Background: an optimization exercise with open tools, aiming at small area, a short achievable clock period and few clock cycles. Do not read the settings as production practice. In this exercise RTL edits were held to simulation tests only and were not proved equivalent to the original. No activity file was given, so power comes from the tool's default toggle rates.

$ cat design/flow/run.sh
#!/bin/bash
# synth_recipe.tcl (not shown) runs the flow's synth.tcl, then flattens the netlist and writes it again
# the make line also repeats each setting of config.mk as NAME=value (left out here)
make -C /OpenROAD-flow-scripts/flow DESIGN_CONFIG=/design/flow/config.mk WORK_HOME=/design/flow/orfs CLKGATE_MAP_FILE= SYNTH_SCRIPT=/design/flow/synth_recipe.tcl finish
$ cat design/flow/config.mk
export PLATFORM = sky130hd
export DESIGN_NAME = machine_run_hour_meter
export DESIGN_NICKNAME = machine_run_hour_meter
export VERILOG_FILES = /design/flow/design.v
export SDC_FILE = /design/flow/constraint.sdc
export NUM_CORES = 4
export LEC_CHECK = 0
export CAP_MARGIN = 20
export CORE_MARGIN = 2
export CORE_UTILIZATION = 40
export SLEW_MARGIN = 20
$ cat design/flow/constraint.sdc
create_clock -name core_clock -period 5.0 [get_ports {clock}]
set_input_delay 1.0000 -clock core_clock [delete_from_list [all_inputs] [get_ports {clock}]]
set_output_delay 1.0000 -clock core_clock [all_outputs]
set_load 0.01 [all_outputs]
$ cat design/flow/design.v
package mrhm_pkg;
   localparam int COUNT_BITS = 32;
   localparam int DEBOUNCE_BITS = 10;
   localparam int TIMEOUT_BITS  = 32;
   localparam int SECONDS_BITS  = 32;
   localparam int TICKS_BITS    = 32;
   localparam int CSR_DATA_BITS = 32;
   localparam logic [DEBOUNCE_BITS-1:0] DEBOUNCE_RESET = 10'd50;
   localparam logic [TIMEOUT_BITS-1:0]  TIMEOUT_RESET  = 32'd60000;
   typedef enum logic [0:0] {
      CSR_DEBOUNCE = 1'b0,
      CSR_TIMEOUT  = 1'b1
   } csr_index_type;
   typedef enum logic [1:0] {
      MODE_IDLE  = 2'd0,
      MODE_RUN   = 2'd1,
      MODE_PAUSE = 2'd2
   } mode_type;
   typedef enum logic [2:0] {
      EV_NONE   = 3'd0,
      EV_START  = 3'd1,
      EV_PAUSE  = 3'd2,
      EV_RESUME = 3'd3,
      EV_FINISH = 3'd4
   } event_type;
   typedef struct packed {
      logic [DEBOUNCE_BITS-1:0] debounce_ticks;
      logic [TIMEOUT_BITS-1:0]  timeout_ticks;
   } cfg_type;
   typedef struct packed {
      logic                     qualified_level;
      logic [DEBOUNCE_BITS-1:0] stable_count;
      mode_type                 run_mode;
      logic [COUNT_BITS-1:0]    elapsed;
      logic [COUNT_BITS-1:0]    on_total;
      logic [COUNT_BITS-1:0]    off_total;
      logic [SECONDS_BITS-1:0]  start_stamp;
      logic [SECONDS_BITS-1:0]  end_stamp;
   } meter_state_type;
endpackage
module mrhm_step
(
   input  mrhm_pkg::meter_state_type                  cur_state,
   input  mrhm_pkg::cfg_type                          cfg,
   input  logic                                       motor_forward,
   input  logic                                       motor_reverse,
   input  logic [mrhm_pkg::SECONDS_BITS-1:0]          wall_seconds,
   output mrhm_pkg::meter_state_type                  nxt_state,
   output mrhm_pkg::event_type                        tick_event
);
   logic                  raw_level;
   logic                  timed_out;
   logic [mrhm_pkg::COUNT_BITS-1:0] elapsed_inc;
   assign raw_level = motor_forward | motor_reverse;
   always_comb begin
      nxt_state  = cur_state;
      tick_event = mrhm_pkg::EV_NONE;
      if (raw_level == cur_state.qualified_level) begin
         nxt_state.stable_count = '0;
      end else if (cur_state.stable_count >= cfg.debounce_ticks) begin
         nxt_state.qualified_level = raw_level;
         nxt_state.stable_count    = '0;
      end else begin
         nxt_state.stable_count = cur_state.stable_count + 1'b1;
      end
      if (cur_state.elapsed != {mrhm_pkg::COUNT_BITS{1'b1}}) begin
         elapsed_inc = cur_state.elapsed + 1'b1;
      end else begin
         elapsed_inc = cur_state.elapsed;
      end
      nxt_state.elapsed = elapsed_inc;
      timed_out = 64'(elapsed_inc) >= 64'(cfg.timeout_ticks);
      unique case (cur_state.run_mode)
         mrhm_pkg::MODE_RUN: begin
            if (!nxt_state.qualified_level) begin
               nxt_state.run_mode  = mrhm_pkg::MODE_PAUSE;
               nxt_state.end_stamp = wall_seconds;
               nxt_state.on_total  = cur_state.on_total + elapsed_inc;
               nxt_state.elapsed   = '0;
               tick_event          = mrhm_pkg::EV_PAUSE;
            end
         end
         mrhm_pkg::MODE_PAUSE: begin
            if (nxt_state.qualified_level) begin
               nxt_state.run_mode  = mrhm_pkg::MODE_RUN;
               nxt_state.off_total = cur_state.off_total + elapsed_inc;
               nxt_state.elapsed   = '0;
               tick_event          = mrhm_pkg::EV_RESUME;
            end else if (timed_out) begin
               nxt_state.run_mode = mrhm_pkg::MODE_IDLE;
               tick_event         = mrhm_pkg::EV_FINISH;
            end
         end
         default: begin
            nxt_state.run_mode = mrhm_pkg::MODE_IDLE;
            if (nxt_state.qualified_level) begin
               nxt_state.run_mode    = mrhm_pkg::MODE_RUN;
               nxt_state.start_stamp = wall_seconds;
               nxt_state.elapsed     = '0;
               nxt_state.on_total    = '0;
               nxt_state.off_total   = '0;
               tick_event            = mrhm_pkg::EV_START;
            end
         end
      endcase
   end
endmodule
module machine_run_hour_meter
(
   input  logic         clock,
   input  logic         reset,
   input  logic         req_tvalid,
   output logic         req_tready,
   input  logic [39:0]  req_tdata,    
   output logic         rsp_tvalid,
   input  logic         rsp_tready,
   output logic [135:0] rsp_tdata,
   input  logic                               csr_we,
   input  mrhm_pkg::csr_index_type            csr_index,
   input  logic [mrhm_pkg::CSR_DATA_BITS-1:0] csr_wdata
);
   mrhm_pkg::cfg_type                 cfg_ff, cfg_in;
   mrhm_pkg::meter_state_type         state_ff, state_in;
   mrhm_pkg::event_type               tick_event;
   logic                    s1_valid_ff, s1_valid_in;
   logic                    s1_forward_ff, s1_reverse_ff;
   logic [mrhm_pkg::SECONDS_BITS-1:0] s1_seconds_ff;
   logic                    rsp_valid_ff, rsp_valid_in;
   mrhm_pkg::event_type               rsp_event_ff;
   mrhm_pkg::mode_type                rsp_mode_ff;
   logic [mrhm_pkg::TICKS_BITS-1:0]   rsp_on_ff, rsp_off_ff;
   logic [mrhm_pkg::SECONDS_BITS-1:0] rsp_start_ff, rsp_end_ff;
   logic                    out_free;
   logic                    advance;
   logic                    req_accept;
   logic [63:0]             on_ext, off_ext;
   assign out_free   = !rsp_valid_ff || rsp_tready;
   assign advance    = s1_valid_ff && out_free;
   assign req_tready = !s1_valid_ff || out_free;
   assign req_accept = req_tvalid && req_tready;
   always_comb begin
      cfg_in = cfg_ff;
      if (csr_we) begin
         unique case (csr_index)
            mrhm_pkg::CSR_DEBOUNCE: cfg_in.debounce_ticks = csr_wdata[mrhm_pkg::DEBOUNCE_BITS-1:0];
            mrhm_pkg::CSR_TIMEOUT:  cfg_in.timeout_ticks  = csr_wdata[mrhm_pkg::TIMEOUT_BITS-1:0];
            default:      cfg_in = cfg_ff;
         endcase
      end
   end
   always_ff @(posedge clock) begin
      if (reset) begin
         cfg_ff.debounce_ticks <= mrhm_pkg::DEBOUNCE_RESET;
         cfg_ff.timeout_ticks  <= mrhm_pkg::TIMEOUT_RESET;
      end else begin
         cfg_ff <= cfg_in;
      end
   end
   always_comb begin
      if (req_accept) begin
         s1_valid_in = 1'b1;
      end else if (advance) begin
         s1_valid_in = 1'b0;
      end else begin
         s1_valid_in = s1_valid_ff;
      end
   end
   always_ff @(posedge clock) begin
      if (reset) begin
         s1_valid_ff <= 1'b0;
      end else begin
         s1_valid_ff <= s1_valid_in;
      end
   end
   always_ff @(posedge clock) begin
      if (req_accept) begin
         s1_forward_ff <= req_tdata[0];
         s1_reverse_ff <= req_tdata[1];
         s1_seconds_ff <= req_tdata[33:2];
      end
   end
   mrhm_step u_step (
      .cur_state     (state_ff),
      .cfg           (cfg_ff),
      .motor_forward (s1_forward_ff),
      .motor_reverse (s1_reverse_ff),
      .wall_seconds  (s1_seconds_ff),
      .nxt_state     (state_in),
      .tick_event    (tick_event)
   );
   always_ff @(posedge clock) begin
      if (reset) begin
         state_ff.qualified_level <= 1'b0;
         state_ff.stable_count    <= '0;
         state_ff.run_mode        <= mrhm_pkg::MODE_IDLE;
         state_ff.elapsed         <= '0;
         state_ff.on_total        <= '0;
         state_ff.off_total       <= '0;
         state_ff.start_stamp     <= '0;
         state_ff.end_stamp       <= '0;
      end else if (advance) begin
         state_ff <= state_in;
      end
   end
   assign on_ext  = 64'(state_in.on_total);
   assign off_ext = 64'(state_in.off_total);
   always_comb begin
      if (advance) begin
         rsp_valid_in = 1'b1;
      end else if (rsp_tready) begin
         rsp_valid_in = 1'b0;
      end else begin
         rsp_valid_in = rsp_valid_ff;
      end
   end
   always_ff @(posedge clock) begin
      if (reset) begin
         rsp_valid_ff <= 1'b0;
      end else begin
         rsp_valid_ff <= rsp_valid_in;
      end
   end
   always_ff @(posedge clock) begin
      if (advance) begin
         rsp_event_ff <= tick_event;
         rsp_mode_ff  <= state_in.run_mode;
         rsp_on_ff    <= on_ext[mrhm_pkg::TICKS_BITS-1:0];
         rsp_off_ff   <= off_ext[mrhm_pkg::TICKS_BITS-1:0];
         rsp_start_ff <= state_in.start_stamp;
         rsp_end_ff   <= state_in.end_stamp;
      end
   end
   assign rsp_tvalid = rsp_valid_ff;
   assign rsp_tdata  = {3'b000, rsp_end_ff, rsp_start_ff, rsp_off_ff, rsp_on_ff,
                        rsp_mode_ff, rsp_event_ff};
endmodule
==> results_dict.tcl <==
set metrics [dict create \
    status "finished clean" \
    drc_errors 0 \
    worstHoldEndpoint "state_ff[61]" \
    die_w_um 223 \
    slew_viol_final 0 \
    ys_seq_area_share_pct 48.7 \
    arrival_ns 5.04 \
    cp_slowest_cell "or4_4" \
    r2r-end "rsp_off_ff[30]" \
    hp-class "reg -> reg" \
    finalHoldViolations 0 \
    drt_wl_total_um 53100 \
    max_freq_ghz 0.212 \
    htree_levels 2 \
    root_buffer "clkbuf_16" \
    synth_cells 2013 \
    ys_warn_count 2 \
    synth_area_leaders "edfxtp_1, dfxtp_1, nand2_1, ha_1, a21oi_1" \
    wl_met2_um 24200 \
    r2r_cells 19 \
    dr.max_layer_used "met4" \
    synth_top_area_share_pct 26.1 \
    areaGrowthSynthToFinish_pct 28.3 \
    place_congestion 0.869 \
    die_h_um 223 \
    ant_nets 0 \
    drtPass1Iterations 5 \
    fin_util_pct 51.8 \
    grt_pass1_wl_um 83000 \
    io_pins 216 \
    route.met3.wl_um 2830 \
    core_sq_um 47500 \
    power.density_nw_per_um2 285 \
    drt_iter0_markers 1032 \
    post-cts-setup-buffers 0 \
    synthTopCellsByCount "nand2_1, a21oi_1, dfxtp_1" \
    synth_most_common_cell "nand2_1" \
    post-dp-hpwl_um 37000 \
    met1_length_um 24200 \
    ctsLongestPathBuffers 3 \
    cap_violations 0 \
    synth_area_per_cell_sq_um 9.55 \
    synth_edf_count 167 \
    cts-buffers-inserted 43 \
    cts_tree "done" \
    rows 80 \
    cp_max_fo 6 \
    synth_ff_type "dfxtp_1" \
    grt_overflow_total 0 \
    rsz0062_at_grt "false" \
    min_from "state_ff[61]" \
    hold_depth 2 \
    ys_ff_latch 384 \
    grt_start_max_net_pins 164 \
    synthDistinctLibCells 72 \
    r2r_setup_slack_ns 0.28 \
    cts_hold_buf 0 \
    cp_cell_sequence "nand3_2 -> or4_4 -> nor3_4 -> nand3_2 -> buf_4 -> xor2_2 -> buf_4 -> ha_1 -> fa_1 -> a21o_1 -> and4_1 -> o211ai_1 -> a21o_1 -> and2_1 -> o21ai_1 -> a2111o_1 -> a31oi_1 -> xor2_1 -> o21ai_0" \
    setup_viol 0 \
    via_count 16100 \
    fin_nets 2539 \
    startpoint_type "flip-flop" \
    r2r_start "state_ff[134]" \
    antenna_cells 0 \
    cp-end-kind "flip-flop" \
    synth_top_area_cell "edfxtp_1" \
    clk_pin_slew_ns 0.06 \
    port_buffers 206 \
    grt_antenna_before_repair 0 \
    max-vdd-ir-drop_v 0.000199 \
    grt.total_usage_pct 21.0 \
    drive_gt1_share_pct 15.3 \
    slew-limit-headroom_pct 27.8 \
    period_share_pct 94.4 \
    holdWs_ns 0.450 \
    critPathMaxStageDelay_ns 0.56 \
    period_needed_ns 4.72 \
    start_util_pct 40.4 \
    grt_pass1_vias 15400 \
    path_class "reg -> reg" \
    post_synth_instance_area_sq_um 19200 \
    die_area_sq_um 49800 \
    cellLeakagePower_nw 10.0 \
    worst_slew_pin_slew_ns 1.08 \
    clk_latency_ns 0.58 \
    worstPathRequired_ns 5.32 \
    avgRoutedWirePerCell_um 17.7 \
    ys_async_sr_fraction_pct 0 \
    worst_clock_skew_ns 0.0208 \
    viasPerCell 5.36 \
    cts_sinks 384 \
]
-- cell families after synthesis --
group                    count (synthesis)  synth area share (%)
adder cells (fa/ha/maj)                110                  7.24
other                                    1                0.0195
multiplexers                            68                  4.10
XOR/XNOR                                81                  3.69
flip-flops                             384                  48.7
AO/OA/AOI/OAI                          526                  17.1
AND/OR/NAND/NOR                        673                  15.7
buffers and inverters                  170                  3.44
-- sequential cells by signal, summed over array words and instances, names as in the netlist, 2 cells and up --
name           cells
state_ff         173
cfg_ff            42
rsp_end_ff        32
rsp_off_ff        32
rsp_on_ff         32
rsp_start_ff      32
s1_seconds_ff     32
rsp_event_ff       3
rsp_mode_ff        2
-- power breakdown --
part           internal (W)  switching (W)  total [W]
sequential          0.00336      0.0000391    0.00340
combinational      0.000198       0.000264   0.000462
clock               0.00182        0.00135    0.00316
total               0.00537        0.00165    0.00702
-- worst max-delay path: cells and delay by family, from the launching register on --
kind	cells	cell delay, ns
AO/OA/AOI/OAI	7	1.47
flip-flops	1	0.35
AND/OR/NAND/NOR	6	1.34
adder cells (fa/ha/maj)	2	0.61
buffers and inverters	2	0.33
XOR/XNOR	2	0.36
-- layer usage --
metal,GRT usage (%),vias up
li1,-,7892
met1,28.6,7668
met2,33.9,419
met3,2.91,92
met4,7.99,0
met5,0,-
-- stage by stage --
step	setup WS (ns)	total power, W	area (sq um)	instances	setup TNS [ns]
2_1_floorplan	0.334	0.00369	19200	2015	0
3_3_place_gp	0.00314	0.00392	23100	2921	0
3_5_place_dp	-0.0281	0.00393	23100	2921	-0.0294
4_1_cts	0.0452	0.00710	24600	3001	0
5_1_grt	0.0181	0.00728	24600	3001	0
6_report	0.282	0.00702	24600	3001	0
-- cell usage in the layout (no fill, tap or decap), drive strengths merged, types with 17 or more instances in the layout --
master         count
a22oi             21
clkbuf            56
nand4             22
nand3             24
mux2              65
edfxtp           167
nand2b            17
nor2             112
buf              191
and3              20
xnor2             53
clkdlybuf4s50    205
xor2              28
nor3              28
a21oi            223
o21ai             86
ha               108
a21o              50
inv               67
nand2            379
dfxtp            217
a22o              28
-- cell type report --
type | count | area (sq um)
inverters | 65 | 251
repair buffers | 396 | 3530
well taps | 615 | 769
clock buffers | 56 | 1200
flip-flops and latches | 384 | 9360
fillers | 4265 | 22900
clock inverters | 24 | 223
multi-input cells | 1461 | 9320
-- worst max-delay path by stage --
stage	to	slack (ns)	start	cells after the start
after floorplan	rsp_off_ff[31]	0.33	state_ff[132]	19
after global placement	rsp_off_ff[31]	0.003	state_ff[134]	20
after detailed placement	rsp_off_ff[31]	-0.03	state_ff[134]	20
after CTS	rsp_on_ff[31]	0.05	state_ff[134]	20
after global routing	rsp_on_ff[31]	0.02	state_ff[155]	23
final	rsp_off_ff[30]	0.28	state_ff[134]	19
-- repair_timing --
action / 4_1_cts / 5_1_grt
resized for setup: 2 / 17
setup endpoints to repair: 3 / 27
hold endpoints to repair: 0 / 0
pin swaps: 0 / 8
Testbench counts, summed over its fixed seeds: cycles 24,090.

what the ideal ports hide:
How much do the figures lean on ideal ports? The routed layout below was timed once more, with nothing changed but the port constraints. Step 1 (the two cells are an assumption about what drives the block):
set clk [get_ports {clock}]
set_driving_cell -lib_cell sky130_fd_sc_hd__clkbuf_16 $clk
set_driving_cell -lib_cell sky130_fd_sc_hd__buf_2 [delete_from_list [all_inputs] $clk]
Step 2 moves the port delays by t, midway between the first and last clock arrival at a register: inputs arrive t later, outputs are due t later. That takes back most of the time a late clock gives input paths. Three values: ideal, step 1, step 2; two values: the first two.
t (ns): 0.629
setup WS [ns]: 0.282 / 0.282 / 0.282
worst slew at a driven data input, ns: 0.05
After both steps this run still meets setup and hold. The setup slack of this run moves by 0.000 ns with the drivers and by 0.000 ns with both steps.
